Background: an optimization exercise with open tools, aiming at small area, a short achievable clock period and few clock cycles per item. Do not read the settings as production practice.
Only simulation tests tie the RTL to the original design; equivalence was not proved.
Power figures rest on the tool's default switching activity, not on a simulated workload.

===== flow/standard.sh =====
#!/bin/bash
# synth_recipe.tcl (not shown) runs the flow's synth.tcl, then flattens the netlist and writes it again
# the make line also repeats each setting of config.mk as NAME=value (left out here)
make -C /OpenROAD-flow-scripts/flow DESIGN_CONFIG=/design/flow/config.mk WORK_HOME=/design/flow/orfs CLKGATE_MAP_FILE= SYNTH_SCRIPT=/design/flow/synth_recipe.tcl "${@:-finish}"

===== flow/design.v =====
package accelbrot_pkg;
  typedef enum logic [1:0] {
    IDLE,
    ARM,
    BURST
  } state_e;
  function automatic int widx_bits(input int n);
    widx_bits = (n > 1) ? $clog2(n) : 1;
  endfunction
endpackage
module accelbrot_serial_addsub #(
  parameter int WWIDTH = 34
) (
  input  logic              clk,
  input  logic              rstn,
  input  logic              en_i,
  input  logic              first_i,
  input  logic              sub_i,
  input  logic [WWIDTH-1:0] x_i,
  input  logic [WWIDTH-1:0] y_i,
  output logic [WWIDTH-1:0] s_o
);
  logic              c_q;
  logic              cin;
  logic              co;
  logic [WWIDTH-1:0] y_op;
  assign y_op = sub_i ? ~y_i : y_i;
  assign cin  = first_i ? sub_i : c_q;
  assign {co, s_o} = {1'b0, x_i} + {1'b0, y_op}
                   + {{WWIDTH{1'b0}}, cin};
  always_ff @(posedge clk or negedge rstn) begin
    if (!rstn) c_q <= 1'b0;
    else if (en_i) c_q <= co;
  end
endmodule
module accelbrot_scan_gen #(
  parameter int NWORDS = 8,
  parameter int WWIDTH = 34,
  parameter int TWIDTH = 24,
  parameter int XWIDTH = 12,
  parameter int YWIDTH = 12
) (
  input  logic                     clk,
  input  logic                     rstn,
  input  logic [NWORDS*WWIDTH-1:0] cfg_a0,
  input  logic [NWORDS*WWIDTH-1:0] cfg_b0,
  input  logic [NWORDS*WWIDTH-1:0] cfg_step,
  input  logic [XWIDTH-1:0]        cfg_width,
  input  logic [YWIDTH-1:0]        cfg_height,
  input  logic                     ctl_start,
  output logic                     ctl_busy,
  output logic                     ctl_done,
  output logic [31:0]              sts_num_issued,
  output logic [WWIDTH-1:0]        enter_a,
  output logic [WWIDTH-1:0]        enter_b,
  output logic [TWIDTH-1:0]        enter_tag,
  output logic                     enter_start,
  output logic                     enter_valid,
  input  logic                     enter_bp
);
  localparam int NB = NWORDS * WWIDTH;
  localparam int WB = accelbrot_pkg::widx_bits(NWORDS);
  localparam logic [WB-1:0] WLAST = WB'(NWORDS - 1);
  localparam logic [WB-1:0] WLOAD = WB'(NWORDS - 3);
  localparam logic [WB-1:0] WPRE0 = WB'(NWORDS - 2);
  localparam int RB = 3 * WWIDTH;             
  localparam int HL = WWIDTH / 2;             
  localparam int HH = WWIDTH - HL;            
  localparam int CW = XWIDTH + YWIDTH;
  logic [NB-1:0]     a_cur_q, a_row0_q, b_cur_q, step_q;
  logic [HL:0]       lo_q;
  logic [WWIDTH:0]   p_q;
  logic              c_q, sel1_q, sel2_q;
  logic [XWIDTH-1:0] width_q, xrem_q;
  logic [YWIDTH-1:0] yrem_q;
  logic              w1_q, w12_q, eor_q, eorn_q, lrow_q, first_q;
  logic [WB-1:0]     ph_q;
  logic [CW-1:0]     issued_q;
  logic              busy_q, run_q, idle_q, done_q, valid_q, vld_q, estart_q;
  logic              empty, go, wlast, wend, last_px, begin_b, ag, bg;
  logic              c_n;
  logic [HL-1:0]     x1, y1;
  logic [HH-1:0]     x2, y2;
  logic [WWIDTH-1:0] a_lo, b_lo, r_lo, a0w, sum, a_ent, b_ent;
  assign empty   = (cfg_width == '0) || (cfg_height == '0);
  assign go      = ctl_start && !busy_q;
  assign wlast   = (ph_q == WLAST);
  assign wend    = valid_q && wlast;
  assign last_px = eor_q && lrow_q;
  assign begin_b = !enter_bp && busy_q && wlast && !(wend && last_px);
  assign a_lo = a_cur_q[WWIDTH-1:0];
  assign b_lo = b_cur_q[WWIDTH-1:0];
  assign r_lo = a_row0_q[WWIDTH-1:0];
  assign ag  = vld_q && !eor_q;
  assign bg  = vld_q && eor_q;
  assign a0w = first_q ? a_lo : r_lo;
  assign x1   = sel1_q ? b_cur_q[2*WWIDTH +: HL] : a_cur_q[2*WWIDTH +: HL];
  assign y1   = step_q[2*WWIDTH +: HL] ^ {HL{sel1_q}};
  assign x2   = sel2_q ? b_cur_q[WWIDTH+HL +: HH] : a_cur_q[WWIDTH+HL +: HH];
  assign y2   = step_q[WWIDTH+HL +: HH] ^ {HH{sel2_q}};
  assign sum   = p_q[WWIDTH-1:0] + WWIDTH'(c_q);
  assign c_n   = p_q[WWIDTH] || (c_q && (&p_q[WWIDTH-1:0]));
  assign a_ent = ag ? sum : bg ? a0w : a_lo;
  assign b_ent = bg ? sum : b_lo;
  always_ff @(posedge clk) begin
    a_cur_q  <= {cfg_a0[NB-RB-1:0], cfg_a0[NB-1:NB-RB]} & {NB{idle_q}}
              | {a_ent, a_cur_q[NB-1:WWIDTH]} & {NB{run_q}};
    b_cur_q  <= {cfg_b0[NB-RB-1:0], cfg_b0[NB-1:NB-RB]} & {NB{idle_q}}
              | {b_ent, b_cur_q[NB-1:WWIDTH]} & {NB{run_q}};
    step_q   <= {cfg_step[NB-RB-1:0], cfg_step[NB-1:NB-RB]} & {NB{idle_q}}
              | {step_q[WWIDTH-1:0], step_q[NB-1:WWIDTH]} & {NB{run_q}};
    a_row0_q <= {a0w, a_row0_q[NB-1:WWIDTH]};
    lo_q     <= {1'b0, x1} + {1'b0, y1} + (HL+1)'(sel1_q && ph_q == WPRE0);
    p_q      <= {{1'b0, x2} + {1'b0, y2} + (HH+1)'(lo_q[HL]), lo_q[HL-1:0]};
    if (ph_q == WLOAD || ph_q == WLAST) sel1_q <= vld_q ? eorn_q : eor_q;
    sel2_q   <= sel1_q;
    c_q      <= c_n && !wlast;
    if (idle_q) begin
      width_q <= cfg_width;
      xrem_q  <= cfg_width;
      yrem_q  <= cfg_height;
      w1_q    <= (cfg_width == XWIDTH'(1));
      w12_q   <= (cfg_width == XWIDTH'(1)) || (cfg_width == XWIDTH'(2));
      eor_q   <= (cfg_width == XWIDTH'(1));
      eorn_q  <= (cfg_width == XWIDTH'(1)) || (cfg_width == XWIDTH'(2));
      lrow_q  <= (cfg_height == YWIDTH'(1));
      first_q <= 1'b1;
    end else if (wend) begin
      first_q <= 1'b0;
      eor_q   <= eorn_q;
      if (eor_q) begin
        xrem_q <= width_q;
        eorn_q <= w12_q;
        yrem_q <= yrem_q - YWIDTH'(1);
        lrow_q <= (yrem_q == YWIDTH'(2));
      end else begin
        xrem_q <= xrem_q - XWIDTH'(1);
        eorn_q <= (xrem_q == XWIDTH'(3)) || (xrem_q == XWIDTH'(2) && w1_q);
      end
    end
  end
  always_ff @(posedge clk or negedge rstn) begin
    if (!rstn) begin
      ph_q     <= '0;
      issued_q <= '0;
      busy_q   <= 1'b0;
      run_q    <= 1'b0;
      idle_q   <= 1'b1;
      done_q   <= 1'b0;
      valid_q  <= 1'b0;
      vld_q    <= 1'b0;
      estart_q <= 1'b0;
    end else begin
      ph_q     <= busy_q ? ph_q + WB'(1) : WLOAD;
      done_q   <= (go && empty) || (wend && last_px);
      estart_q <= begin_b;
      if (begin_b) begin
        valid_q <= 1'b1;
        vld_q   <= 1'b1;
      end else if (wlast) begin
        valid_q <= 1'b0;
        vld_q   <= 1'b0;
      end
      if (go && !empty) begin
        busy_q   <= 1'b1;
        run_q    <= 1'b1;
        idle_q   <= 1'b0;
        issued_q <= '0;
      end else if (wend) begin
        issued_q <= issued_q + CW'(1);
        if (last_px) begin
          busy_q <= 1'b0;
          run_q  <= 1'b0;
          idle_q <= 1'b1;
        end
      end
    end
  end
  assign ctl_busy       = busy_q;
  assign ctl_done       = done_q;
  assign sts_num_issued = 32'(issued_q);
  assign enter_a        = a_lo;
  assign enter_b        = b_lo;
  assign enter_tag      = issued_q[TWIDTH-1:0];
  assign enter_start    = estart_q;
  assign enter_valid    = valid_q;
endmodule

===== flow/constraint.sdc =====
create_clock -name core_clock -period 5.0 [get_ports {clk}]
set_input_delay 1.0000 -clock core_clock [delete_from_list [all_inputs] [get_ports {clk}]]
set_output_delay 1.0000 -clock core_clock [all_outputs]
set_load 0.01 [all_outputs]

===== flow/config.mk =====
export PLATFORM = sky130hd
export DESIGN_NAME = accelbrot_scan_gen
export DESIGN_NICKNAME = accelbrot_scan_gen
export VERILOG_FILES = /design/flow/design.v
export SDC_FILE = /design/flow/constraint.sdc
export NUM_CORES = 4
export LEC_CHECK = 0
export CAP_MARGIN = 20
export CORE_MARGIN = 2
export CORE_UTILIZATION = 55
export SETUP_SLACK_MARGIN = 2.7
export SLEW_MARGIN = 20

===== flow/flow/run.sh =====
#!/bin/bash
# Standard ORFS layout (the standard.sh) with plain buffers on the ports,
# smaller clock-tree buffers and no dummy clock loads.
set -euo pipefail
bash standard.sh "BUFFER_PORTS_ARGS=-buffer_cell sky130_fd_sc_hd__buf_1" \
  "CTS_ARGS=-sink_clustering_enable -repair_clock_nets -dont_use_dummy_load -buf_list {sky130_fd_sc_hd__clkbuf_4 sky130_fd_sc_hd__clkbuf_8 sky130_fd_sc_hd__clkbuf_16}" \
  finish > standard_make.log 2>&1

==> Flow_metrics.wiki, run 1 <==
{| class="wikitable"
! Metric !! Value
|-
| Leading cell type by number of instances after synthesis || sky130_fd_sc_hd__dfxtp_1
|-
| Power per unit of standard cell area || 859 nW/um^2
|-
| Most frequent cells after synthesis || sky130_fd_sc_hd__dfxtp_1, sky130_fd_sc_hd__a22o_1, sky130_fd_sc_hd__clkbuf_1
|-
| Outcome || finished clean
|-
| Max-slew violations || 0
|-
| P_int || 26.3 mW
|-
| Share of the yosys chip area belonging to registers || 63.7%
|-
| Placement row count || 97
|-
| Switching share of power || 35.0%
|-
| Remaining global-route overflow || 0
|-
| Post-synthesis async set-or-reset flop share || 2.63%
|-
| Critical path origin || sel1_q
|-
| Global-route wire length before repair || 196 mm
|-
| Average size of a mapped cell || 12.4 sq um
|-
| Number of warnings issued by yosys || 1
|-
| Number of search-and-repair iterations in the first detailed-routing pass || 6
|-
| Later-pin clock latency in the skew report || 0.68 ns
|-
| Nets@finish || 4,902
|-
| Critical path capture point || lo_q[12]
|-
| Clock Power Share || 18.2%
|-
| Leading cell types by total area after synthesis || sky130_fd_sc_hd__dfxtp_1, sky130_fd_sc_hd__a22o_1, sky130_fd_sc_hd__edfxtp_1
|-
| Total count of hold-check failures in the final report || 0
|-
| Worst slack at placement || 1.73 ns
|-
| Hold_buf cts || 0
|-
| Most common flop cell mapped by yosys || sky130_fd_sc_hd__dfxtp_1
|-
| Final RePlAce weighted congestion || 1.02
|-
| Overall fraction of global-route tracks in use || 36.7%
|-
| Max rail drop VDD || 0.541 mV
|-
| Crit Reg-Reg Endpoint || lo_q[12]
|-
| Cell taking the most area after synthesis || sky130_fd_sc_hd__dfxtp_1
|-
| Share of the synthesized area in the top cell type || 58.5%
|-
| Final worst-path cycle share || 58.5%
|-
| Tightest slew margin relative to the limit || 29.9%
|-
| Number of max-cap violations || 0
|-
| Chip height || 271 microns
|-
| Antenna violations before repair || 52
|-
| Reg power frac || 43.7%
|-
| Top-level port count || 972
|-
| Vias post-DR || 29,021
|-
| Post-synthesis cell type count || 71
|-
| Final-layout fill cell count || 5,496
|-
| Setup Viol. Count Final || 0
|-
| Post-synthesis instance total || 3,155
|-
| Number of buffers on the longest clock path || 3
|-
| Min Tclk post-route || 2.93 ns
|-
| Combined area of all synthesized cells || 39,200 sq um
|-
| Largest net degree at the start of global routing || 217
|-
| Count of clock tree sinks || 1,218
|-
| Data required time of the critical path || 5.51 ns
|-
| Layout area overhead || 20.3%
|-
| Maximum fanout count along the critical path || 3
|-
| Sw Pwr || 14.2 mW
|-
| Final setup margin || 2.07 ns
|-
| Transition at the pin with the smallest max-transition slack || 1.05 ns
|-
| Number of enable-type register cells in the synthesized netlist || 42
|-
| Highest clock rate || 342 MHz
|-
| Static leakage || 19.6 nW
|-
| Clock input transition at the sequential cells of the worst setup and hold paths || 0.06 ns
|-
| Total Wirelength || 140 mm
|-
| Reg-to-reg critical path startpoint || sel1_q
|-
| Worst setup slack for register-to-register paths || 2.07 ns
|-
| Initial cell density of the core || 55.7%
|-
| Vias in the first global route || 28,617
|-
| Setup Total Neg Slack || 0 ns
|-
| Final Skew || 0.0645 ns
|-
| Critical path start-end classification || reg -> reg
|-
| Detailed-route wire length per cell || 28.1 microns
|-
| Clock H-tree levels || 3
|-
| Avg Vias per Cell || 5.83
|-
| Estimated wirelength of the detail-placed design || 105 mm
|-
| Share of cells above drive strength 1 || 11.3%
|-
| Count of input and output buffers || 963
|-
| Horizontal die dimension || 271 microns
|-
| Logic pwr share || 38.1%
|-
| Startpoint class of the critical path || flop
|-
| Unrepaired setup endpoints after global routing || true
|-
| Total CTS buffers || 115
|-
| Core Region || 70,300 sq um
|-
| TritonCTS clock tree || yes
|-
| Worst Path Arrival || 3.43 ns
|-
| Hold Crit Start || lo_q[8]
|-
| First DRT Iteration DRCs || 2,580
|-
| Routed Antenna Nets || 0
|-
| DIE AREA || 73,400 sq um
|-
| Synth Register Bits || 1,218
|-
| Post-layout power || 40.5 mW
|-
| Reg2reg path depth || 11
|-
| Crit end category || flop
|-
| CTS Root Buffer Type || sky130_fd_sc_hd__clkbuf_16
|-
| Hold Path Class || reg -> reg
|-
| Drc violations || 0
|}
[per-stage QoR]
step / cells / util [%] / hold WS, ns / cell area, sq um
after CTS: 4928 / 66.2 / 0.296 / 46500
after global routing: 4970 / 67.0 / 0.293 / 47100
after detailed placement: 4765 / 60.9 / 0.312 / 42800
after floorplan: 3162 / - / 0.310 / 39400
after global placement: 4765 / 60.9 / 0.309 / 42800
final: 4977 / 67.1 / 0.293 / 47100
[worst min-delay path by stage]
stage	to	slack, ns	cells past startpoint
floorplan	a_row0_q[0]	0.31	0
global placement	a_row0_q[63]	0.31	0
detailed placement	a_row0_q[131]	0.31	0
CTS	p_q[1]	0.30	0
global route	p_q[8]	0.29	0
finish	p_q[8]	0.29	0
[power groups by stage]
stage / clock [mW] / combinational (mW) / sequential [mW]
3_5_place_dp: 0 / 12.9 / 17.9
5_1_grt: 7.80 / 16.6 / 18.0
3_3_place_gp: 0 / 12.6 / 17.8
4_1_cts: 7.42 / 14.2 / 17.6
2_1_floorplan: 0 / 10.4 / 16.3
6_report: 7.38 / 15.4 / 17.7
[placed cells by master (no fill, tap or decap), types with 8 or more instances in the layout]
| master | n |
|---|---|
| sky130_fd_sc_hd__buf_2 | 16 |
| sky130_fd_sc_hd__xnor2_1 | 57 |
| sky130_fd_sc_hd__nand4_1 | 10 |
| sky130_fd_sc_hd__a21oi_2 | 13 |
| sky130_fd_sc_hd__and3_1 | 12 |
| sky130_fd_sc_hd__dfrtp_1 | 22 |
| sky130_fd_sc_hd__inv_1 | 29 |
| sky130_fd_sc_hd__nor3_2 | 10 |
| sky130_fd_sc_hd__buf_4 | 60 |
| sky130_fd_sc_hd__mux2i_1 | 10 |
| sky130_fd_sc_hd__ha_1 | 29 |
| sky130_fd_sc_hd__clkbuf_2 | 8 |
| sky130_fd_sc_hd__buf_6 | 18 |
| sky130_fd_sc_hd__nand2_1 | 92 |
| sky130_fd_sc_hd__a222oi_1 | 22 |
| sky130_fd_sc_hd__clkbuf_16 | 115 |
| sky130_fd_sc_hd__a22o_1 | 752 |
| sky130_fd_sc_hd__ha_4 | 10 |
| sky130_fd_sc_hd__nor3_1 | 8 |
| sky130_fd_sc_hd__diode_2 | 29 |
| sky130_fd_sc_hd__nand3_1 | 33 |
| sky130_fd_sc_hd__edfxtp_1 | 42 |
| sky130_fd_sc_hd__dfxtp_2 | 17 |
| sky130_fd_sc_hd__a21oi_1 | 34 |
| sky130_fd_sc_hd__nor2_1 | 84 |
| sky130_fd_sc_hd__conb_1 | 8 |
| sky130_fd_sc_hd__xor2_1 | 64 |
| sky130_fd_sc_hd__o21ai_1 | 28 |
| sky130_fd_sc_hd__buf_1 | 927 |
| sky130_fd_sc_hd__buf_12 | 11 |
| sky130_fd_sc_hd__a21o_1 | 8 |
| sky130_fd_sc_hd__nor4_1 | 10 |
| sky130_fd_sc_hd__o21ai_0 | 69 |
| sky130_fd_sc_hd__a22oi_1 | 27 |
| sky130_fd_sc_hd__dfxtp_1 | 1124 |
| sky130_fd_sc_hd__mux2_2 | 63 |
[area by class of cell]
type,instances,area (sq um),area share (%)
Multi-Input combinational cell,1594,13200,27.9
Sequential cell,1218,25000,53.1
Timing Repair Buffer,1049,4700,9.97
Clock buffer,115,2880,6.11
Antenna cell,29,72.6,0.154
Tap cell,940,1180,2.50
Inverter,32,124,0.263
[cells by family after synthesis]
family	after synthesis	share of synthesized area (%)
DFF	1218	63.7
buffers and inverters	351	4.36
xor gates and xnor gates	131	2.93
other	1	0.00958
adders and majority gates	48	1.61
and+or+nand+nor	311	3.98
AOI/OAI and AO/OA	1015	21.1
muxes	80	2.27
[state kept, by name (all words and copies together), names as in the netlist, 3 cells and up]
signal,cells
a_cur_q,272
xrem_q,12
ph_q,3
b_cur_q,272
step_q,272
lo_q,18
yrem_q,12
p_q,35
a_row0_q,272
width_q,12
issued_q,24
[worst max-delay path, cell delays in order (launching register included)]
cell	delay [ns]
sky130_fd_sc_hd__edfxtp_1	0.44
sky130_fd_sc_hd__buf_12	0.16
sky130_fd_sc_hd__mux2_4	0.30
sky130_fd_sc_hd__fa_2	0.40
sky130_fd_sc_hd__fa_2	0.37
sky130_fd_sc_hd__a211o_1	0.30
sky130_fd_sc_hd__o211ai_1	0.19
sky130_fd_sc_hd__a21oi_2	0.11
sky130_fd_sc_hd__nor3_2	0.16
sky130_fd_sc_hd__buf_4	0.17
sky130_fd_sc_hd__o21ai_2	0.06
sky130_fd_sc_hd__xnor2_1	0.14
[per-layer routing]
metal	part of all wire [%]	vias up	global-route usage, %
met5	0.15	-	0
met4	4.4	30	15.1
met3	7.6	305	9.49
met2	49	1268	63.4
met1	38	14275	43.5
li1	-	13143	-
[what timing repair did]
action / 4_1_cts / 5_1_grt
gates cloned: 4 / 0
buffers inserted: 44 / 20
resized for setup: 110 / 85
pin swaps: 25 / 30
endpoints found under the setup margin: 678 / 237
Testbench counts, summed over its fixed seeds: cycles 280,936, pixels 35,068.
==> run 2, diff against run 1 <==
--- a/flow/config.mk
+++ b/flow/config.mk
@@ -10,3 +10,3 @@
 export CORE_UTILIZATION = 55
-export SETUP_SLACK_MARGIN = 2.7
+export SETUP_SLACK_MARGIN = 2.9
 export SLEW_MARGIN = 20
==> run 2 against run 1 <==
  * Synthesized cell count is the same
  * Critical path type unchanged
  * Wire length grew 6.3%
  * Still clean on timing, DRC and antenna
  * Final area grew 5.2%
  * Largest cell class unchanged
  * Utilization grew 3.5 points
==> Flow_metrics.wiki, run 2 <==
{| class="wikitable"
! Metric !! Value
|-
| P_int || 27.8 mW
|-
| Drc violations || 0
|-
| Final Skew || 0.0582 ns
|-
| Estimated wirelength of the detail-placed design || 107 mm
|-
| Detailed-route wire length per cell || 29.1 microns
|-
| DIE AREA || 73,400 sq um
|-
| Share of the yosys chip area belonging to registers || 63.7%
|-
| Remaining global-route overflow || 0
|-
| Outcome || finished clean
|-
| Max rail drop VDD || 0.425 mV
|-
| Sw Pwr || 15.0 mW
|-
| Logic pwr share || 41.1%
|-
| Largest net degree at the start of global routing || 229
|-
| Max-slew violations || 0
|-
| Combined area of all synthesized cells || 39,200 sq um
|-
| Transition at the pin with the smallest max-transition slack || 0.906 ns
|-
| Unrepaired setup endpoints after global routing || true
|-
| Count of clock tree sinks || 1,218
|-
| Share of the synthesized area in the top cell type || 58.5%
|-
| Clock input transition at the sequential cells of the worst setup and hold paths || 0.06 ns
|-
| Startpoint class of the critical path || flop
|-
| Critical Path Slowest Stage Cell || sky130_fd_sc_hd__edfxtp_1
|-
| Final-layout fill cell count || 5,116
|-
| Most common flop cell mapped by yosys || sky130_fd_sc_hd__dfxtp_1
|-
| Crit end category || flop
|-
| Number of search-and-repair iterations in the first detailed-routing pass || 6
|-
| Routed Antenna Nets || 0
|-
| Core Region || 70,300 sq um
|-
| Design Area, Final || 49,600 sq um
|-
| Share of cells above drive strength 1 || 18.4%
|-
| Global-route wire length before repair || 202 mm
|-
| Number of enable-type register cells in the synthesized netlist || 42
|-
| Nets@finish || 5,018
|-
| Maximum cell stage delay along the critical path || 0.46 ns
|-
| Vias in the first global route || 29,850
|-
| Antenna violations before repair || 67
|-
| Later-pin clock latency in the skew report || 0.68 ns
|-
| Critical path start-end classification || reg -> reg
|-
| Initial cell density of the core || 55.7%
|-
| CTS Root Buffer Type || sky130_fd_sc_hd__clkbuf_16
|-
| Setup Viol. Count Final || 0
|-
| Power per unit of standard cell area || 864 nW/um^2
|-
| Worst setup slack for register-to-register paths || 2.04 ns
|-
| Clock Power Share || 17.3%
|-
| Chip height || 271 microns
|-
| Average size of a mapped cell || 12.4 sq um
|-
| Leading cell types by total area after synthesis || sky130_fd_sc_hd__dfxtp_1, sky130_fd_sc_hd__a22o_1, sky130_fd_sc_hd__edfxtp_1
|-
| Switching share of power || 35.1%
|-
| Most frequent cells after synthesis || sky130_fd_sc_hd__dfxtp_1, sky130_fd_sc_hd__a22o_1, sky130_fd_sc_hd__clkbuf_1
|-
| Static leakage || 20.8 nW
|-
| Horizontal die dimension || 271 microns
|-
| Number of warnings issued by yosys || 1
|-
| Layout area overhead || 26.6%
|-
| Placement row count || 97
|-
| Number of buffers on the longest clock path || 3
|-
| Total CTS buffers || 115
|-
| Leading cell type by number of instances after synthesis || sky130_fd_sc_hd__dfxtp_1
|-
| Avg Vias per Cell || 5.95
|-
| Cell taking the most area after synthesis || sky130_fd_sc_hd__dfxtp_1
|-
| Post-synthesis async set-or-reset flop share || 2.63%
|-
| Multi-input gate area in the final layout || 13,600 sq um
|-
| Total count of hold-check failures in the final report || 0
|-
| Tightest slew margin relative to the limit || 39.2%
|-
| Setup Total Neg Slack || 0 ns
|-
| Final RePlAce weighted congestion || 1.03
|-
| Post-synthesis instance total || 3,155
|-
| Reg power frac || 41.6%
|-
| Most common library cell in the layout ignoring fill and taps || sky130_fd_sc_hd__dfxtp_1
|-
| Highest clock rate || 337 MHz
|-
| Worst Path Arrival || 3.48 ns
|-
| Synth Register Bits || 1,218
|-
| Sequential Area || 25,200 sq um
|-
| Final worst-path cycle share || 59.3%
|-
| Count of input and output buffers || 963
|-
| Hold_buf cts || 0
|-
| Hold Path Class || reg -> reg
|-
| Overall fraction of global-route tracks in use || 37.9%
|-
| Cell-by-cell trace of the critical path || mux2_4 -> fa_2 -> fa_2 -> a211o_1 -> o211ai_1 -> a21oi_2 -> nor3_4 -> buf_4 -> a21oi_2 -> xor2_1
|-
| Buffers & Inverters on Critical Path || 1
|-
| Final core area utilization || 70.5%
|-
| Maximum fanout count along the critical path || 4
|-
| Leading cell types in the layout, fill and taps excluded || sky130_fd_sc_hd__dfxtp_1, sky130_fd_sc_hd__buf_1, sky130_fd_sc_hd__a22o_1, sky130_fd_sc_hd__buf_4, sky130_fd_sc_hd__buf_6
|-
| Delay-heaviest family, CP || adder cells
|-
| First DRT Iteration DRCs || 2,925
|-
| Clock H-tree levels || 3
|-
| TritonCTS clock tree || yes
|-
| Vias post-DR || 30,402
|-
| Number of max-cap violations || 0
|-
| Post-synthesis cell type count || 71
|-
| Top-level port count || 972
|-
| Data required time of the critical path || 5.51 ns
|-
| Min Tclk post-route || 2.96 ns
|-
| Total Wirelength || 149 mm
|-
| Placed standard-cell area || 42,900 sq um
|}
==> run 2: cell counts after synthesis <==
No cell type changed its count.
==> run 2: per-stage QoR <==
step | worst slack, ns | std cells | hold WS (ns) | total power, mW
finish | 2.04 | 5113 | 0.287 | 42.8
global route | 1.98 | 5101 | 0.295 | 44.6
CTS | 2.13 | 5021 | 0.291 | 41.0
detailed placement | 1.89 | 4764 | 0.312 | 30.9
global placement | 1.94 | 4764 | 0.310 | 30.5
floorplan | 2.27 | 3162 | 0.310 | 26.7
==> run 2: kinds of logic after synthesis <==
kind of cell,after synthesis,share of synthesized area [%]
xor+xnor,131,2.93
mux,80,2.27
compound gates,1015,21.1
buf+inv,351,4.36
fa+ha+maj,48,1.61
flops,1218,63.7
other cells,1,0.00958
simple gates,311,3.98
==> run 2: final cells by class <==
class / count / share of cell area [%]
Multi-Input combinational cell: 1594 / 27.4
Clock buffer: 115 / 5.81
Tap cell: 940 / 2.37
Inverter: 32 / 0.257
Timing Repair Buffer: 1165 / 13.1
Antenna cell: 49 / 0.247
Sequential cell: 1218 / 50.8
==> run 2: what timing repair did <==
item | CTS | global route
setup endpoints to repair | 907 | 274
gates resized for setup | 444 | 118
gates cloned | 4 | 5
pin swaps | 49 | 47
buffers inserted | 138 | 38
==> run 2: path summary, 6_finish.rpt <==
| kind | from | endpoint | depth (start not counted) |
|---|---|---|---|
| max in group asynchronous | rstn | vld_q | 1 |
| hold reg to reg | a_row0_q[176] | a_row0_q[142] | 0 |
| hold / removal | a_row0_q[176] | a_row0_q[142] | 0 |
| min in group asynchronous | rstn | issued_q[7] | 1 |
| setup / recovery | sel1_q | lo_q[16] | 10 |
| setup reg to reg | sel1_q | lo_q[16] | 10 |
==> run 2: power groups by stage <==
stage          Combinational, mW  Sequential, mW  Clock [mW]
3_3_place_gp                12.6            17.9           0
2_1_floorplan               10.5            16.3           0
5_1_grt                     18.7            18.1        7.81
6_report                    17.6            17.8        7.39
3_5_place_dp                13.0            18.0           0
4_1_cts                     15.9            17.7        7.42
==> run 2: per-layer routing <==
metal  vias to the layer above  global-route usage [%]  share of wire [%]
li1                      13396                       -                  -
met1                     14947                    45.3                 37
met2                      1618                    63.2                 48
met3                       413                    9.45                8.8
met4                        28                    19.4                5.6
met5                         -                       0               0.13
==> run 3, diff against run 2 <==
--- a/flow/design.v
+++ b/flow/design.v
@@ -63,12 +63,14 @@
   localparam logic [WB-1:0] WLAST = WB'(NWORDS - 1);
-  localparam logic [WB-1:0] WLOAD = WB'(NWORDS - 3);
-  localparam logic [WB-1:0] WPRE0 = WB'(NWORDS - 2);
-  localparam int RB = 3 * WWIDTH;             
-  localparam int HL = WWIDTH / 2;             
-  localparam int HH = WWIDTH - HL;            
+  localparam logic [WB-1:0] WLOAD = WB'(NWORDS - 4);
+  localparam logic [WB-1:0] WPRE0 = WB'(NWORDS - 3);
+  localparam int RB = 4 * WWIDTH;             
+  localparam int S1 = (WWIDTH + 2) / 3;       
+  localparam int S2 = (WWIDTH - S1) / 2;
+  localparam int S3 = WWIDTH - S1 - S2;
   localparam int CW = XWIDTH + YWIDTH;
   logic [NB-1:0]     a_cur_q, a_row0_q, b_cur_q, step_q;
-  logic [HL:0]       lo_q;
+  logic [S1:0]       l1_q;
+  logic [S1+S2:0]    l2_q;
   logic [WWIDTH:0]   p_q;
-  logic              c_q, sel1_q, sel2_q;
+  logic              c_q, sel1_q, sel2_q, sel3_q, nsel1_q, nsel2_q, nsel3_q;
   logic [XWIDTH-1:0] width_q, xrem_q;
@@ -81,4 +83,5 @@
   logic              c_n;
-  logic [HL-1:0]     x1, y1;
-  logic [HH-1:0]     x2, y2;
+  logic [S1-1:0]     x1, y1;
+  logic [S2-1:0]     x2, y2;
+  logic [S3-1:0]     x3, y3;
   logic [WWIDTH-1:0] a_lo, b_lo, r_lo, a0w, sum, a_ent, b_ent;
@@ -96,6 +99,8 @@
   assign a0w = first_q ? a_lo : r_lo;
-  assign x1   = sel1_q ? b_cur_q[2*WWIDTH +: HL] : a_cur_q[2*WWIDTH +: HL];
-  assign y1   = step_q[2*WWIDTH +: HL] ^ {HL{sel1_q}};
-  assign x2   = sel2_q ? b_cur_q[WWIDTH+HL +: HH] : a_cur_q[WWIDTH+HL +: HH];
-  assign y2   = step_q[WWIDTH+HL +: HH] ^ {HH{sel2_q}};
+  assign x1 = sel1_q ? b_cur_q[3*WWIDTH +: S1] : a_cur_q[3*WWIDTH +: S1];
+  assign y1 = step_q[3*WWIDTH +: S1] ^ {S1{!nsel1_q}};
+  assign x2 = sel2_q ? b_cur_q[2*WWIDTH+S1 +: S2] : a_cur_q[2*WWIDTH+S1 +: S2];
+  assign y2 = step_q[2*WWIDTH+S1 +: S2] ^ {S2{!nsel2_q}};
+  assign x3 = sel3_q ? b_cur_q[WWIDTH+S1+S2 +: S3] : a_cur_q[WWIDTH+S1+S2 +: S3];
+  assign y3 = step_q[WWIDTH+S1+S2 +: S3] ^ {S3{!nsel3_q}};
   assign sum   = p_q[WWIDTH-1:0] + WWIDTH'(c_q);
@@ -112,6 +117,13 @@
     a_row0_q <= {a0w, a_row0_q[NB-1:WWIDTH]};
-    lo_q     <= {1'b0, x1} + {1'b0, y1} + (HL+1)'(sel1_q && ph_q == WPRE0);
-    p_q      <= {{1'b0, x2} + {1'b0, y2} + (HH+1)'(lo_q[HL]), lo_q[HL-1:0]};
-    if (ph_q == WLOAD || ph_q == WLAST) sel1_q <= vld_q ? eorn_q : eor_q;
+    l1_q     <= {1'b0, x1} + {1'b0, y1} + (S1+1)'(sel1_q && ph_q == WPRE0);
+    l2_q     <= {{1'b0, x2} + {1'b0, y2} + (S2+1)'(l1_q[S1]), l1_q[S1-1:0]};
+    p_q      <= {{1'b0, x3} + {1'b0, y3} + (S3+1)'(l2_q[S1+S2]), l2_q[S1+S2-1:0]};
+    if (ph_q == WLOAD || ph_q == WLAST) begin
+      sel1_q  <= vld_q ? eorn_q : eor_q;
+      nsel1_q <= !(vld_q ? eorn_q : eor_q);
+    end
     sel2_q   <= sel1_q;
+    nsel2_q  <= nsel1_q;
+    sel3_q   <= sel2_q;
+    nsel3_q  <= nsel2_q;
     c_q      <= c_n && !wlast;
--- a/flow/config.mk
+++ b/flow/config.mk
@@ -10,3 +10,3 @@
 export CORE_UTILIZATION = 55
-export SETUP_SLACK_MARGIN = 2.9
+export SETUP_SLACK_MARGIN = 2.7
 export SLEW_MARGIN = 20
==> run 3 against run 2 <==
  * Total power decreased by 12%
  * Clock-buffer cell count grew 3
  * Critical endpoint is now l1_q[10]
  * Critical path type unchanged
  * Sequential power barely moved
  * Clock power grew 2%
  * Highest routed layer unchanged
  * Register-to-register slack better by 0.59 ns
  * Via count down 2.4%
  * Die area increased by 1.2%
  * First-iteration DRC count grew 12%
==> Flow_metrics.wiki, run 3 <==
{| class="wikitable"
! Metric !! Value
|-
| Outcome || finished clean
|-
| Synth Register Bits || 1,241
|-
| Chip height || 272 microns
|-
| Endpoint of the worst hold path || a_row0_q[72]
|-
| Adder-cell share of the synthesized area || 1.66%
|-
| Min Tclk post-route || 2.37 ns
|-
| Reg-to-reg critical path startpoint || sel1_q
|-
| Total instance count after detailed placement || 4,761
|-
| Overall fraction of global-route tracks in use || 37.8%
|-
| Routed Antenna Nets || 0
|-
| Hold Path Class || reg -> reg
|-
| Nets@finish || 4,889
|-
| Worst Path Arrival || 2.94 ns
|-
| DIE AREA || 74,200 sq um
|-
| Placement row count || 98
|-
| Hold Slack || 0.270 ns
|-
| Critical path start-end classification || reg -> reg
|-
| Number of buffers on the longest clock path || 3
|-
| Core Region || 71,400 sq um
|-
| Most common flop cell mapped by yosys || sky130_fd_sc_hd__dfxtp_1
|-
| Xor/xnor cell area share of the yosys netlist || 2.79%
|-
| Main combinational cell family by area after synthesis || compound AO/OA/AOI/OAI gates
|-
| Remaining global-route overflow || 0
|-
| Combined area of all synthesized cells || 39,600 sq um
|-
| Unrepaired setup endpoints after global routing || true
|-
| Initial cell density of the core || 55.5%
|-
| Startpoint class of the critical path || flop
|-
| Average size of a mapped cell || 12.6 sq um
|-
| Layout area overhead || 19.6%
|-
| Clock H-tree levels || 3
|-
| Share of the synthesized area in the top cell type || 58.9%
|-
| Final setup margin || 2.63 ns
|-
| Count of input and output buffers || 963
|-
| Post-synthesis async set-or-reset flop share || 2.58%
|-
| Share of cells above drive strength 1 || 11.3%
|-
| Total CTS buffers || 118
|-
| Cell depth of the worst min-delay path || 0
|-
| Vias in the first global route || 28,839
|-
| Multiplexer share of the synthesized area || 2.21%
|-
| Setup Total Neg Slack || 0 ns
|-
| Final worst-path cycle share || 47.4%
|-
| Hold_buf cts || 0
|-
| Simple-gate share of the synthesized area || 4.04%
|-
| Number of search-and-repair iterations in the first detailed-routing pass || 6
|-
| Horizontal die dimension || 272 microns
|-
| Leading cell types by total area after synthesis || sky130_fd_sc_hd__dfxtp_1, sky130_fd_sc_hd__a22o_1, sky130_fd_sc_hd__edfxtp_1
|-
| Number of enable-type register cells in the synthesized netlist || 43
|-
| Count of clock tree sinks || 1,241
|-
| Post-synthesis instance total || 3,143
|-
| Vias post-DR || 29,679
|-
| Setup Viol. Count Final || 0
|-
| Max rail drop VDD || 0.390 mV
|-
| Worst slack at placement || 2.09 ns
|-
| Placed standard-cell area || 43,100 sq um
|-
| Crit Reg-Reg Endpoint || l1_q[10]
|-
| Total Wirelength || 148 mm
|-
| Largest net degree at the start of global routing || 255
|-
| Most frequent cells after synthesis || sky130_fd_sc_hd__dfxtp_1, sky130_fd_sc_hd__a22o_1, sky130_fd_sc_hd__clkbuf_1
|-
| Number of warnings issued by yosys || 1
|-
| Crit end category || flop
|-
| Maximum fanout count along the critical path || 3
|-
| Highest clock rate || 422 MHz
|-
| Data required time of the critical path || 5.57 ns
|-
| Design Area, Final || 47,400 sq um
|-
| Global-route wire length before repair || 200 mm
|-
| Max-slew violations || 0
|-
| Share of the yosys chip area belonging to registers || 64.2%
|-
| Number of max-cap violations || 0
|-
| Final Skew || 0.0572 ns
|-
| Total count of hold-check failures in the final report || 0
|-
| Estimated wirelength of the detail-placed design || 111 mm
|-
| Drc violations || 0
|-
| Reg2reg path depth || 10
|-
| Power per unit of standard cell area || 794 nW/um^2
|-
| Transition at the pin with the smallest max-transition slack || 1.19 ns
|-
| CTS Root Buffer Type || sky130_fd_sc_hd__clkbuf_16
|-
| Most common library cell in the layout ignoring fill and taps || sky130_fd_sc_hd__dfxtp_1
|-
| Worst setup slack for register-to-register paths || 2.63 ns
|-
| Static leakage || 19.7 nW
|-
| Final RePlAce weighted congestion || 1.03
|-
| TritonCTS clock tree || yes
|-
| Compound-Gate Fraction of Synth Area || 20.8%
|-
| Top-level port count || 972
|-
| Avg Vias per Cell || 5.93
|-
| Final-layout fill cell count || 5,584
|-
| Hold Crit Start || a_row0_q[106]
|-
| Tightest slew margin relative to the limit || 20.7%
|-
| Post-synthesis cell type count || 71
|-
| Non-filler cells in the finished layout || 5,009
|-
| Antenna violations before repair || 88
|-
| Detailed-route wire length per cell || 29.5 microns
|-
| First DRT Iteration DRCs || 3,273
|-
| Cell taking the most area after synthesis || sky130_fd_sc_hd__dfxtp_1
|-
| Clock input transition at the sequential cells of the worst setup and hold paths || 0.07 ns
|-
| Leading cell types in the layout, fill and taps excluded || sky130_fd_sc_hd__dfxtp_1, sky130_fd_sc_hd__buf_1, sky130_fd_sc_hd__a22o_1, sky130_fd_sc_hd__clkbuf_16, sky130_fd_sc_hd__xnor2_1
|-
| Later-pin clock latency in the skew report || 0.69 ns
|-
| Leading cell type by number of instances after synthesis || sky130_fd_sc_hd__dfxtp_1
|}
## run 3: changes by cell type in the layout (fill, tap and decap cells not counted), moves of 19 or more
cell / delta
sky130_fd_sc_hd__buf_6: -110
sky130_fd_sc_hd__dfxtp_4: -27
sky130_fd_sc_hd__buf_4: -92
sky130_fd_sc_hd__nand2_1: -22
sky130_fd_sc_hd__xor2_1: -19
sky130_fd_sc_hd__buf_2: +22
sky130_fd_sc_hd__dfxtp_2: -20
sky130_fd_sc_hd__buf_1: +72
sky130_fd_sc_hd__dfxtp_1: +69
sky130_fd_sc_hd__xnor2_1: +37
## run 3: area by class of cell
cell class | count | area (sq um) | area share [%]
sequential | 1241 | 25500 | 53.8
multi-input combinational | 1565 | 12900 | 27.3
timing repair buffer | 1042 | 4550 | 9.60
clock buffer | 118 | 2950 | 6.23
tap | 950 | 1190 | 2.51
antenna | 65 | 163 | 0.343
inverter | 28 | 113 | 0.238
## run 3: per-layer routing
metal | global-route usage [%] | vias up | wire (microns)
met2 | 61.4 | 1585 | 69900
met4 | 23.2 | 30 | 9660
met5 | 0 | - | 201
met3 | 11.0 | 389 | 13800
li1 | - | 13217 | -
met1 | 44.1 | 14458 | 54000
## run 3: per-stage QoR
step	utilization (%)	total power, mW
finish	66.4	37.6
detailed placement	60.4	28.8
CTS	65.4	36.8
global route	66.4	39.3
floorplan	-	24.9
global placement	60.4	28.3
## run 3: kinds of logic after synthesis
| family | count (synthesis) |
|---|---|
| multiplexers | 79 |
| AO/OA/AOI/OAI | 1006 |
| flip-flops | 1241 |
| adder cells (fa/ha/maj) | 49 |
| XOR/XNOR | 126 |
| AND/OR/NAND/NOR | 295 |
| other | 1 |
| buffers and inverters | 346 |
## run 3: how the worst max path moves through the flow
| stage | endpoint | startpoint | slack (ns) |
|---|---|---|---|
| 6_report | l1_q[10] | sel1_q | 2.63 |
| 5_1_grt | l1_q[10] | sel1_q | 2.52 |
| 4_1_cts | l1_q[10] | sel1_q | 2.60 |
| 3_5_place_dp | l2_q[22] | sel2_q | 2.09 |
| 3_3_place_gp | l2_q[22] | sel2_q | 2.21 |
| 2_1_floorplan | l1_q[10] | sel1_q | 2.63 |
## run 3: where the power goes
group / total, mW / leakage, nW / internal (mW) / switching, mW
logic: 12.3 / 7.62 / 5.89 / 6.39
clock network: 7.54 / 1.45 / 4.10 / 3.44
registers: 17.8 / 10.6 / 15.0 / 2.78
## run 3: repair_timing
action / 4_1_cts / 5_1_grt
gates resized for setup: 125 / 72
buffers inserted: 34 / 25
pin swaps: 10 / 15
gates cloned: 1 / 4
endpoints found under the setup margin: 393 / 188
## run 3: worst max-delay path, cell delays in order (launching register included)
cell and delay, ns:
sky130_fd_sc_hd__edfxtp_1 0.43, sky130_fd_sc_hd__buf_4 0.17, sky130_fd_sc_hd__mux2i_4 0.17, sky130_fd_sc_hd__fa_2 0.23, sky130_fd_sc_hd__inv_1 0.05, sky130_fd_sc_hd__fa_2 0.36, sky130_fd_sc_hd__a211oi_4 0.26, sky130_fd_sc_hd__o21ai_2 0.10
sky130_fd_sc_hd__a31o_2 0.24, sky130_fd_sc_hd__a21oi_2 0.15, sky130_fd_sc_hd__xnor2_1 0.13
Testbench counts of run 3, summed over its fixed seeds: cycles 281,032, pixels 35,068.
==> run 4, diff against run 3 <==
==> flow/flow/run.sh (replaced) <==
#!/bin/bash
# Standard ORFS layout (the standard.sh) with plain buffers on the ports,
# larger clock-tree leaf clusters driven by smaller buffers, and no dummy
# clock loads.
set -euo pipefail
bash standard.sh "BUFFER_PORTS_ARGS=-buffer_cell sky130_fd_sc_hd__buf_1" \
  "CTS_ARGS=-sink_clustering_enable -repair_clock_nets -dont_use_dummy_load -root_buf sky130_fd_sc_hd__clkbuf_16 -sink_clustering_buffer sky130_fd_sc_hd__clkbuf_8 -sink_clustering_size 14 -sink_clustering_max_diameter 50 -buf_list {sky130_fd_sc_hd__clkbuf_8 sky130_fd_sc_hd__clkbuf_16}" \
  finish > standard_make.log 2>&1
==> run 4 against run 3 <==
  * Total power shrank 5.7%
  * Critical path depth shrank 1
  * Clock skew shrank 0.0010 ns
  * Area after synthesis is the same
  * Setup slack lost 0.023 ns
  * Sequential power is essentially flat
  * Worst hold slack gained 0.015 ns
  * Highest routed layer unchanged
  * Still clean
  * Global-route usage shrank 0.22 points
  * Flip-flop and latch count is the same
==> Flow_metrics.wiki, run 4 <==
{| class="wikitable"
! Metric !! Value
|-
| Average size of a mapped cell || 12.6 sq um
|-
| Antenna violations before repair || 95
|-
| Worst Path Arrival || 2.92 ns
|-
| Design Area, Final || 46,100 sq um
|-
| Total count of hold-check failures in the final report || 0
|-
| Total CTS buffers || 114
|-
| Count of clock tree sinks || 1,241
|-
| Number of max-cap violations || 0
|-
| Post-synthesis instance total || 3,143
|-
| Reg power frac || 50.0%
|-
| Leading cell type by number of instances after synthesis || sky130_fd_sc_hd__dfxtp_1
|-
| Reg2reg path depth || 9
|-
| Share of the yosys chip area belonging to registers || 64.2%
|-
| Startpoint class of the critical path || flop
|-
| Placement row count || 98
|-
| Initial cell density of the core || 55.5%
|-
| Vias post-DR || 29,474
|-
| Setup Total Neg Slack || 0 ns
|-
| Non-filler cells in the finished layout || 5,006
|-
| Count of input and output buffers || 963
|-
| Static leakage || 19.0 nW
|-
| Placed standard-cell area || 43,100 sq um
|-
| Clock input transition at the sequential cells of the worst setup and hold paths || 0.09 ns
|-
| Crit end category || flop
|-
| Combined area of all synthesized cells || 39,600 sq um
|-
| P_int || 23.1 mW
|-
| Critical path origin || sel1_q
|-
| Leading cell types in the layout, fill and taps excluded || sky130_fd_sc_hd__dfxtp_1, sky130_fd_sc_hd__buf_1, sky130_fd_sc_hd__a22o_1, sky130_fd_sc_hd__clkbuf_8, sky130_fd_sc_hd__xnor2_1
|-
| Hold Path Class || reg -> reg
|-
| Worst setup slack for register-to-register paths || 2.61 ns
|-
| Final RePlAce weighted congestion || 1.03
|-
| Overall fraction of global-route tracks in use || 37.6%
|-
| Data required time of the critical path || 5.53 ns
|-
| Logic pwr share || 34.9%
|-
| Later-pin clock latency in the skew report || 0.64 ns
|-
| Maximum cell stage delay along the critical path || 0.44 ns
|-
| Post-synthesis cell type count || 71
|-
| Cell taking the most area after synthesis || sky130_fd_sc_hd__dfxtp_1
|-
| Reg-to-reg critical path startpoint || sel1_q
|-
| Number of warnings issued by yosys || 1
|-
| Switching share of power || 34.8%
|-
| Maximum fanout count along the critical path || 6
|-
| Leading cell types by total area after synthesis || sky130_fd_sc_hd__dfxtp_1, sky130_fd_sc_hd__a22o_1, sky130_fd_sc_hd__edfxtp_1
|-
| Routed Antenna Nets || 0
|-
| Vias in the first global route || 28,729
|-
| Setup Viol. Count Final || 0
|-
| Transition at the pin with the smallest max-transition slack || 1.38 ns
|-
| Critical Path Slowest Stage Cell || sky130_fd_sc_hd__edfxtp_1
|-
| Max-slew violations || 0
|-
| Remaining global-route overflow || 0
|-
| Clock H-tree levels || 3
|-
| Horizontal die dimension || 272 microns
|-
| Min Tclk post-route || 2.39 ns
|-
| Total Wirelength || 148 mm
|-
| First DRT Iteration DRCs || 2,906
|-
| Max rail drop VDD || 0.375 mV
|-
| Highest clock rate || 418 MHz
|-
| Layout area overhead || 16.3%
|-
| Nets@finish || 4,881
|-
| Tightest slew margin relative to the limit || 7.92%
|-
| Synth Register Bits || 1,241
|-
| Sw Pwr || 12.4 mW
|-
| Cell-by-cell trace of the critical path || buf_4 -> buf_4 -> mux2_2 -> ha_1 -> nor4_2 -> o21ai_2 -> a31o_2 -> a21oi_2 -> xnor2_1
|-
| Critical path start-end classification || reg -> reg
|-
| Crit Reg-Reg Endpoint || l1_q[10]
|-
| Clock Power Share || 15.1%
|-
| Largest net degree at the start of global routing || 255
|-
| Detailed-route wire length per cell || 29.5 microns
|-
| Worst slack at placement || 2.09 ns
|-
| Share of cells above drive strength 1 || 10.4%
|-
| Power per unit of standard cell area || 770 nW/um^2
|-
| Final worst-path cycle share || 47.8%
|-
| Most frequent cells after synthesis || sky130_fd_sc_hd__dfxtp_1, sky130_fd_sc_hd__a22o_1, sky130_fd_sc_hd__clkbuf_1
|-
| Core Region || 71,400 sq um
|-
| Buffers & Inverters on Critical Path || 2
|-
| Total instance count after detailed placement || 4,761
|-
| Final setup margin || 2.61 ns
|-
| Most common cell on crit path || sky130_fd_sc_hd__buf_4
|-
| CTS Root Buffer Type || sky130_fd_sc_hd__clkbuf_16
|-
| TritonCTS clock tree || yes
|-
| Number of search-and-repair iterations in the first detailed-routing pass || 6
|-
| Hold_buf cts || 0
|-
| Number of enable-type register cells in the synthesized netlist || 43
|-
| Share of the synthesized area in the top cell type || 58.9%
|-
| Global-route wire length before repair || 199 mm
|-
| Chip height || 272 microns
|-
| Most common flop cell mapped by yosys || sky130_fd_sc_hd__dfxtp_1
|-
| Estimated wirelength of the detail-placed design || 111 mm
|-
| Avg Vias per Cell || 5.89
|-
| DIE AREA || 74,200 sq um
|-
| Stages on the worst setup path || 9
|-
| Number of buffers on the longest clock path || 3
|-
| Unrepaired setup endpoints after global routing || true
|-
| Post-synthesis async set-or-reset flop share || 2.58%
|-
| Top-level port count || 972
|-
| Outcome || finished clean
|-
| Post-layout power || 35.5 mW
|-
| Critical path capture point || l1_q[10]
|-
| Most common library cell in the layout ignoring fill and taps || sky130_fd_sc_hd__dfxtp_1
|-
| Final Skew || 0.0562 ns
|-
| Drc violations || 0
|-
| Delay-heaviest family, CP || compound AO/OA/AOI/OAI gates
|}
==> run 4: cell counts after synthesis <==
No cell type changed its count.
==> run 4: per-layer routing <==
layer	global-route usage [%]	share of wire, %	vias to the layer above	wire, microns
met4	25.2	6.6	34	9770
met2	60.1	47	1538	69800
met5	0	0.16	-	230
met1	44.5	37	14339	54600
li1	-	-	13175	-
met3	9.96	8.9	388	13100
==> run 4: metrics by stage <==
stage / hold WS, ns / utilization (%)
2_1_floorplan: 0.310 / -
5_1_grt: 0.281 / 64.5
4_1_cts: 0.281 / 63.5
6_report: 0.285 / 64.6
3_3_place_gp: 0.310 / 60.4
3_5_place_dp: 0.312 / 60.4
==> run 4: final cells by class <==
class                           count  area [sq um]
Antenna cell                       70           175
Fill cell                        5794         25300
Clock buffer                      114          1670
Inverter                           28           113
Sequential cell                  1241         25500
Multi-Input combinational cell   1564         12900
Tap cell                          950          1190
Timing Repair Buffer             1039          4480
==> run 4: kinds of logic after synthesis <==
group,after synthesis,synth area share [%]
compound gates,1006,20.8
xor+xnor,126,2.79
fa+ha+maj,49,1.66
buf+inv,346,4.27
flops,1241,64.2
mux,79,2.21
other cells,1,0.00946
simple gates,295,4.04
==> run 4: worst min-delay path by stage <==
| stage | slack [ns] | startpoint | to | cells after the start |
|---|---|---|---|---|
| after floorplan | 0.31 | a_row0_q[34] | a_row0_q[0] | 0 |
| after global placement | 0.31 | a_row0_q[98] | a_row0_q[64] | 0 |
| after detailed placement | 0.31 | a_row0_q[261] | a_row0_q[227] | 0 |
| after CTS | 0.28 | a_row0_q[215] | a_row0_q[181] | 0 |
| after global routing | 0.28 | a_row0_q[215] | a_row0_q[181] | 0 |
| final | 0.28 | a_row0_q[215] | a_row0_q[181] | 0 |
==> run 4: repair_timing <==
item                       4_1_cts  5_1_grt
pin swaps                       10       15
cloned                           1        4
buffers inserted                25       30
setup endpoints to repair      396      274
resized for setup              104       51
==> run 4: power groups by stage <==
stage / Combinational (mW) / Clock, mW / Sequential (mW)
6_report: 12.4 / 5.35 / 17.7
5_1_grt: 13.3 / 5.78 / 18.1
4_1_cts: 11.5 / 5.39 / 17.7
3_5_place_dp: 10.8 / 0 / 17.9
3_3_place_gp: 10.5 / 0 / 17.9
2_1_floorplan: 8.59 / 0 / 16.3
==> run 5, diff against run 4 <==
==> flow/flow/run.sh (replaced) <==
#!/bin/bash
# Standard ORFS layout (the standard.sh) with plain buffers on the ports,
# larger clock-tree leaf clusters driven by smaller buffers, and no dummy
# clock loads.
set -euo pipefail
bash standard.sh "BUFFER_PORTS_ARGS=-buffer_cell sky130_fd_sc_hd__buf_1" \
  "CTS_ARGS=-sink_clustering_enable -repair_clock_nets -dont_use_dummy_load -root_buf sky130_fd_sc_hd__clkbuf_16 -sink_clustering_buffer sky130_fd_sc_hd__clkbuf_8 -sink_clustering_size 18 -sink_clustering_max_diameter 45 -buf_list {sky130_fd_sc_hd__clkbuf_8 sky130_fd_sc_hd__clkbuf_16}" \
  finish > standard_make.log 2>&1
==> run 5 against run 4 <==
  * Clock-buffer cell count is 16 higher
  * Sequential share of layout area is 0.73 points lower
  * Synthesized cell count stayed put
  * Area after synthesis stayed put
  * Fmax is 0.18% higher
  * Utilization is 0.92 points higher
  * Final cell count is 0.56% higher
  * Non-clock buffer count is 15 higher
  * Worst hold slack worse by 0.0034 ns
  * Global-route usage is 0.34 points higher
  * Clock skew is 0.016 ns higher
  * Largest power group unchanged
==> Flow_metrics.wiki, run 5 <==
{| class="wikitable"
! Metric !! Value
|-
| Buffers & Inverters on Critical Path || 1
|-
| P_int || 23.7 mW
|-
| Multiplexer share of the synthesized area || 2.21%
|-
| Final-layout fill cell count || 5,692
|-
| Final worst-path cycle share || 47.7%
|-
| Detailed-route wire length per cell || 29.0 microns
|-
| Reg2reg path depth || 7
|-
| Hold Path Class || reg -> reg
|-
| Most common library cell in the layout ignoring fill and taps || sky130_fd_sc_hd__dfxtp_1
|-
| Reg power frac || 49.2%
|-
| Number of max-cap violations || 0
|-
| Clock H-tree levels || 4
|-
| Post-synthesis instance total || 3,143
|-
| Startpoint class of the critical path || flop
|-
| Worst Path Arrival || 1.39 ns
|-
| Count of clock tree sinks || 1,241
|-
| Maximum fanout count along the critical path || 5
|-
| Placement row count || 98
|-
| Most common flop cell mapped by yosys || sky130_fd_sc_hd__dfxtp_1
|-
| Total count of hold-check failures in the final report || 0
|-
| Final core area utilization || 65.5%
|-
| Number of search-and-repair iterations in the first detailed-routing pass || 6
|-
| Logic pwr share || 34.5%
|-
| Worst setup slack for register-to-register paths || 2.64 ns
|-
| Main combinational cell family by area after synthesis || compound AO/OA/AOI/OAI gates
|-
| Number of buffers on the longest clock path || 3
|-
| Non-filler cells in the finished layout || 5,034
|-
| Post-synthesis cell type count || 71
|-
| Horizontal die dimension || 272 microns
|-
| Power per unit of standard cell area || 772 nW/um^2
|-
| Sequential Area || 25,500 sq um
|-
| DIE AREA || 74,200 sq um
|-
| Routed Antenna Nets || 0
|-
| Vias in the first global route || 28,945
|-
| Estimated wirelength of the detail-placed design || 111 mm
|-
| Synth Register Bits || 1,241
|-
| Vias post-DR || 29,370
|-
| Xor/xnor cell area share of the yosys netlist || 2.79%
|-
| Leading cell types in the layout, fill and taps excluded || sky130_fd_sc_hd__dfxtp_1, sky130_fd_sc_hd__buf_1, sky130_fd_sc_hd__a22o_1, sky130_fd_sc_hd__clkbuf_8, sky130_fd_sc_hd__xnor2_1
|-
| Compound-Gate Fraction of Synth Area || 20.8%
|-
| Top-level port count || 972
|-
| Crit end category || output port
|-
| Crit Reg-Reg Endpoint || l2_q[22]
|-
| TritonCTS clock tree || yes
|-
| Share of the yosys chip area belonging to registers || 64.2%
|-
| Final setup margin || 2.61 ns
|-
| Post-synthesis async set-or-reset flop share || 2.58%
|-
| Drc violations || 0
|-
| Global-route wire length before repair || 200 mm
|-
| Total Wirelength || 146 mm
|-
| Largest net degree at the start of global routing || 255
|-
| Post-layout power || 36.1 mW
|-
| Layout area overhead || 17.9%
|-
| Static leakage || 19.4 nW
|-
| Highest clock rate || 419 MHz
|-
| Min Tclk post-route || 2.39 ns
|-
| Most frequent cells after synthesis || sky130_fd_sc_hd__dfxtp_1, sky130_fd_sc_hd__a22o_1, sky130_fd_sc_hd__clkbuf_1
|-
| Nets@finish || 4,912
|-
| Setup Total Neg Slack || 0 ns
|-
| Number of warnings issued by yosys || 1
|-
| Max rail drop VDD || 0.364 mV
|-
| Delay-heaviest family, CP || flip-flops
|-
| Adder-cell share of the synthesized area || 1.66%
|-
| Clock input transition at the sequential cells of the worst setup and hold paths || 0.10 ns
|-
| Tightest slew margin relative to the limit || 22.6%
|-
| Reg-to-reg critical path startpoint || a_cur_q[80]
|-
| Critical path capture point || ctl_busy
|-
| Simple-gate share of the synthesized area || 4.04%
|-
| Chip height || 272 microns
|-
| Total instance count after detailed placement || 4,761
|-
| Antenna violations before repair || 84
|-
| Final RePlAce weighted congestion || 1.03
|-
| Core Region || 71,400 sq um
|-
| Critical path origin || run_q
|-
| Outcome || finished clean
|-
| Final Skew || 0.0720 ns
|-
| Avg Vias per Cell || 5.83
|-
| Data required time of the critical path || 4.00 ns
|-
| Critical Path Slowest Stage Cell || sky130_fd_sc_hd__dfrtp_4
|-
| Share of the synthesized area in the top cell type || 58.9%
|-
| Leading cell types by total area after synthesis || sky130_fd_sc_hd__dfxtp_1, sky130_fd_sc_hd__a22o_1, sky130_fd_sc_hd__edfxtp_1
|-
| Count of input and output buffers || 963
|-
| Critical path start-end classification || reg -> out
|-
| Maximum cell stage delay along the critical path || 0.57 ns
|-
| Cell taking the most area after synthesis || sky130_fd_sc_hd__dfxtp_1
|-
| Sw Pwr || 12.4 mW
|-
| Setup Viol. Count Final || 0
|-
| Cell-by-cell trace of the critical path || buf_6
|-
| Max-slew violations || 0
|-
| Worst slack at placement || 2.09 ns
|-
| Switching share of power || 34.4%
|-
| Combined area of all synthesized cells || 39,600 sq um
|-
| CTS Root Buffer Type || sky130_fd_sc_hd__clkbuf_16
|-
| Total CTS buffers || 130
|-
| First DRT Iteration DRCs || 2,884
|-
| Clock Power Share || 16.3%
|-
| Later-pin clock latency in the skew report || 0.70 ns
|-
| Share of cells above drive strength 1 || 12.5%
|-
| Overall fraction of global-route tracks in use || 37.9%
|-
| Number of enable-type register cells in the synthesized netlist || 43
|-
| Stages on the worst setup path || 1
|-
| Leading cell type by number of instances after synthesis || sky130_fd_sc_hd__dfxtp_1
|-
| Unrepaired setup endpoints after global routing || true
|-
| Average size of a mapped cell || 12.6 sq um
|-
| Remaining global-route overflow || 0
|-
| Transition at the pin with the smallest max-transition slack || 1.16 ns
|-
| Initial cell density of the core || 55.5%
|-
| Multi-input gate area in the final layout || 13,000 sq um
|}
run 5: routing by layer:
metal  track usage [%]  wire length, microns
met5                 0                   181
met3              11.3                 13100
met1              44.3                 54600
met2              61.1                 69000
met4              23.9                  9190
run 5: worst min path at each step:
stage                   from       endpoint  slack [ns]  cells after the start
2_1_floorplan   a_row0_q[34]    a_row0_q[0]        0.31                      0
3_3_place_gp    a_row0_q[98]   a_row0_q[64]        0.31                      0
3_5_place_dp   a_row0_q[261]  a_row0_q[227]        0.31                      0
4_1_cts         a_row0_q[35]    a_row0_q[1]        0.28                      0
5_1_grt         a_row0_q[35]    a_row0_q[1]        0.29                      0
6_report        a_row0_q[35]    a_row0_q[1]        0.28                      0
run 5: power groups by stage:
stage	combinational, mW	sequential (mW)	clock, mW
after floorplan	8.59	16.3	0
after global placement	10.5	17.9	0
after detailed placement	10.8	17.9	0
after CTS	11.6	17.7	5.91
after global routing	13.4	18.1	6.32
final	12.4	17.8	5.88
run 5: repair_timing:
| action | 4_1_cts | 5_1_grt |
|---|---|---|
| setup endpoints to repair | 422 | 326 |
| pin swaps | 10 | 20 |
| cloned | 1 | 0 |
| gates resized for setup | 181 | 81 |
| buffers inserted | 48 | 25 |
| hold buffers | 0 | 0 |
run 5: through the flow:
step           instance area [sq um]  hold WS, ns
3_3_place_gp                   43100        0.310
6_report                       46700        0.281
5_1_grt                        46700        0.292
2_1_floorplan                  39700        0.310
3_5_place_dp                   43100        0.312
4_1_cts                        46000        0.282
run 5: logic make-up (layout without fill, tap and decap cells):
group	Yosys count	count (layout)
xor+xnor	126	126
simple gates	295	295
fa+ha+maj	49	49
mux	79	79
buf+inv	346	1212
compound gates	1006	1007
other cells	1	75
flops	1241	1241
run 5: area by class of cell:
| cell class | instances | area share (%) |
|---|---|---|
| Antenna cell | 67 | 0.359 |
| Clock buffer | 130 | 4.24 |
| Sequential cell | 1241 | 54.6 |
| Inverter | 28 | 0.241 |
| Tap cell | 950 | 2.54 |
| Timing Repair Buffer | 1054 | 10.2 |
| Multi-Input combinational cell | 1564 | 27.8 |

[separate check: timing with driven ports]
No port has a modelled driver above. Below, the same layouts with a new extraction and two added sets of constraints. Step 1 sets driving cells, clkbuf_16 on the clock port and buf_2 on the other inputs (assumed; they add their load-dependent delay and slew). Step 2, shift: input delay + t, output delay - t, t = (earliest + latest rising clock arrival at the registers) / 2. This alone moves slack from input paths to output paths. Slacks: ideal ports / drivers / drivers and shift; pairs: ideal ports / drivers.
| run | t, ns | setup slack, ns | worst data-port slew with drivers (ns) | cell pins on the clock port's net |
|---|---|---|---|---|
| run 1 | 0.723 | 2.073 / 2.073 / 2.073 | 0.24 | 1 |
| run 2 | 0.726 | 2.037 / 2.037 / 2.037 | 0.19 | 1 |
| run 3 | 0.739 | 2.631 / 2.631 / 2.193 | 0.23 | 1 |
| run 4 | 0.689 | 2.608 / 2.608 / 2.205 | 0.24 | 1 |
| run 5 | 0.744 | 2.613 / 2.535 / 2.229 | 0.25 | 1 |
After both steps setup and hold are still met in every run listed. For run 3, which loses most, drivers alone change the setup slack by 0.000 ns; drivers and shift together by -0.438 ns.
